Context: an optimization exercise on an open-source flow, tuned for small area, a short achievable clock period and few clock cycles per item. The choices shown serve that exercise and are no tape-out recipe.
The RTL was checked by simulation tests, not by an equivalence proof against the original design.

## oak
Design calendar_date_difference, start of the top module:
module calendar_date_difference (
  input  logic                           clk_i,
  input  logic                           rst_ni,
  input  logic                           in_valid_i,
  output logic                           in_ready_o,
  input  logic [cdd_pkg::YEAR_W-1:0]     first_year_i,
  input  logic [cdd_pkg::MONTH_W-1:0]    first_month_i,
  input  logic [cdd_pkg::DAY_W-1:0]      first_day_i,
  input  logic [cdd_pkg::YEAR_W-1:0]     second_year_i,
  input  logic [cdd_pkg::MONTH_W-1:0]    second_month_i,
  input  logic [cdd_pkg::DAY_W-1:0]      second_day_i,
  output logic                           out_valid_o,
  input  logic                           out_ready_i,
  output logic [cdd_pkg::DIFF_W-1:0]     day_difference_o
);
export LEC_CHECK = 0
export CAP_MARGIN = 20
export CORE_MARGIN = 2
export CORE_UTILIZATION = 40
export SETUP_SLACK_MARGIN = 2.4
export SLEW_MARGIN = 20
create_clock -name core_clock -period 7.0 [get_ports {clk_i}]
standard.sh (not shown) runs the stock make flow with config.mk's settings and CLKGATE_MAP_FILE= SYNTH_SCRIPT=/design/flow/synth_recipe.tcl, a recipe that flattens the netlist after the stock synthesis.
==> flow/flow/run.sh <==
#!/bin/bash
# Layout flow: the standard flow (standard.sh) with two changes:
# - the buffers that buffer_ports puts on every input and output port are
#   sky130_fd_sc_hd__buf_1 instead of the cell OpenROAD picks by default;
# - Yosys's synth skips its quick internal ABC pass (SYNTH_ARGS=-noabc), so
#   the full adders written in the RTL reach extract_fa as written; the
#   technology mapping ABC pass after it runs as usual.
set -euo pipefail
export BUFFER_PORTS_ARGS="-buffer_cell sky130_fd_sc_hd__buf_1"
export SYNTH_ARGS="-noabc"
bash standard.sh finish > standard_flow.log 2>&1
Per the final summary, oak finished and its layout is clean on timing, DRC and antenna.
Testbench counts of oak, summed over its fixed seeds: cycles 24,016, items 24,000.
Changes in pine relative to oak:
Settings: changing SETUP_SLACK_MARGIN from 2.4 to 2.6.
--- outcome ---
- Total global routing track utilization of pine is on par with oak.
- Higher detailed-route via count among oak and pine: pine
- Looking at post-cts repair resize count, pine sits 8 higher than oak does.
- Design area of pine exceeds that of oak slightly.
The inputs of birch differ from those of pine as listed below.
Settings: CORE_UTILIZATION now 50, was 40; SETUP_SLACK_MARGIN now 2.7, was 2.6; CTS_BUF_LIST now sky130_fd_sc_hd__clkbuf_8, previously not set.
--- outcome ---
- birch finished end to end and its layout was clean on timing, DRC and antenna.
- The run with more setup slack is birch; pine has less.
- birch against pine: time the worst path needs with I/O delays and setup went down, global placement routability congestion went up, global-route usage went up, global routing met1 resource utilization went up.
- Post-placement setup slack ended up 0.024 ns lower on birch than on pine.
- The aggregate global routing overflow on birch is in line with that on pine.
- Where detailed placer's ending HPWL is concerned, pine is outperformed by birch.
- Cell area ended up about 0.7% lower on birch than on pine.


Starting RTL as in the previous note.
Settings: LEC_CHECK=0, CAP_MARGIN=20, CORE_MARGIN=2, CORE_UTILIZATION=40, CTS_BUF_LIST=sky130_fd_sc_hd__clkbuf_8, SETUP_SLACK_MARGIN=2.8, SLEW_MARGIN=20; clock period 7.0 ns.
Scripts as last shown in full above: flow/flow/run.sh
Testbench counts at the start, summed over its fixed seeds: cycles 24,016, items 24,000.
Rerun with:
- SETUP_SLACK_MARGIN: 2.8 -> 2.9
Cell area increases by 2.7%.
Utilization climbs by 1.2 points.
Die area is unchanged.
Setup slack improved by 0.082 ns.
First-iteration DRC count increases by 4.6%.
Worst hold slack degrades by 0.0041 ns.
Flip-flop and latch count is unchanged.
Rerun with:
- SETUP_SLACK_MARGIN: 2.9 -> 3.1
=> The changed run ran to the end with no violations. Final area increases by 4.3%. Die area stays the same. Via count increases by 2.5%. Setup slack degrades by 0.019 ns. First-iteration DRC count decreases by 32%. Non-clock buffer count increases by 27. Routed wire length increases by 4.3%. Sequential cell count stays the same.


alpha:
Another version of the RTL of calendar_date_difference (not shown whole).
For scale: roughly 1200 cells after synthesis, about 98 flip-flops, ~74 I/O pins, roughly 12000 sq um of cells after synthesis.
==> flow/config.mk <==
export PLATFORM = sky130hd
export DESIGN_NAME = calendar_date_difference
export DESIGN_NICKNAME = calendar_date_difference
export VERILOG_FILES = /design/flow/design.v
export SDC_FILE = /design/flow/constraint.sdc
export NUM_CORES = 4
export LEC_CHECK = 0
export CAP_MARGIN = 20
export CORE_MARGIN = 2
export CORE_UTILIZATION = 40
export SETUP_SLACK_MARGIN = 2.6
export SLEW_MARGIN = 20
==> flow/constraint.sdc <==
create_clock -name core_clock -period 7.0 [get_ports {clk_i}]
set_input_delay 1.4000 -clock core_clock [delete_from_list [all_inputs] [get_ports {clk_i}]]
set_output_delay 1.4000 -clock core_clock [all_outputs]
set_load 0.01 [all_outputs]
==> flow/flow/run.sh <==
#!/bin/bash
# Layout flow: the standard flow (standard.sh), with one change: the
# buffers that buffer_ports puts on every input and output port are
# sky130_fd_sc_hd__buf_1 instead of the cell OpenROAD picks by default.
set -euo pipefail
export BUFFER_PORTS_ARGS="-buffer_cell sky130_fd_sc_hd__buf_1"
bash standard.sh finish > standard_flow.log 2>&1
Testbench counts of alpha, summed over its fixed seeds: cycles 24,016, items 24,000.
Modified inputs, beta compared to alpha
- a change of SETUP_SLACK_MARGIN from 2.6 to 2.7
-- flow/flow/run.sh --
<<< alpha, line 4
# sky130_fd_sc_hd__buf_1 instead of the cell OpenROAD picks by default.
>>> beta, line 4
# sky130_fd_sc_hd__buf_2 instead of the cell OpenROAD picks by default.
<<< alpha, line 6
export BUFFER_PORTS_ARGS="-buffer_cell sky130_fd_sc_hd__buf_1"
>>> beta, line 6
export BUFFER_PORTS_ARGS="-buffer_cell sky130_fd_sc_hd__buf_2"
## What came out
Fraction of area in registers is higher on alpha
Shortest clock period the worst path allows after layout ends up higher on alpha.
Compared with alpha, in beta post-route standard cell area excluding fillers moved up, detailed-route via count moved up.
Reported for beta and alpha, number of cells in the design after placement turned out identical to the last digit.
NOTE number of global-route vias before repair alpha->beta decreased slightly
Re utilization after layout: beta is 0.88 points up on alpha.

re-timing with driven ports:
The flow's constraints put no driver on any port. The routed layouts listed below were extracted and timed again, unchanged, in two steps.
Step 1 sets driving cells, clkbuf_16 on the clock port and buf_2 on the other inputs (assumed; they add their load-dependent delay and slew).
Step 2 moves the port delays by t, midway between the first and last clock arrival at a register: inputs arrive t later, outputs are due t later. That takes back most of the time a late clock gives input paths.
Slacks: ideal ports / drivers / drivers and shift; pairs: ideal ports / drivers.
run	t, ns	slack for setup (ns)	worst setup path after step 2
oak	0.381	2.559 / 2.559 / 2.249	input to register
pine	0.382	2.705 / 2.722 / 2.340	input to register
birch	0.408	2.804 / 2.822 / 2.417	input to register
the first run of note 2	0.411	2.801 / 2.801 / 2.547	input to register
the second run of note 2	0.406	2.883 / 2.883 / 2.544	input to register
the third run of note 2	0.404	2.864 / 2.864 / 2.550	input to register
alpha	0.383	2.687 / 2.674 / 2.327	input to register
beta	0.392	2.709 / 2.664 / 2.388	input to register
After both steps every run listed still meets setup and hold. The setup slack of birch, which loses most, moves by +0.018 ns with the drivers and by -0.387 ns with both steps.
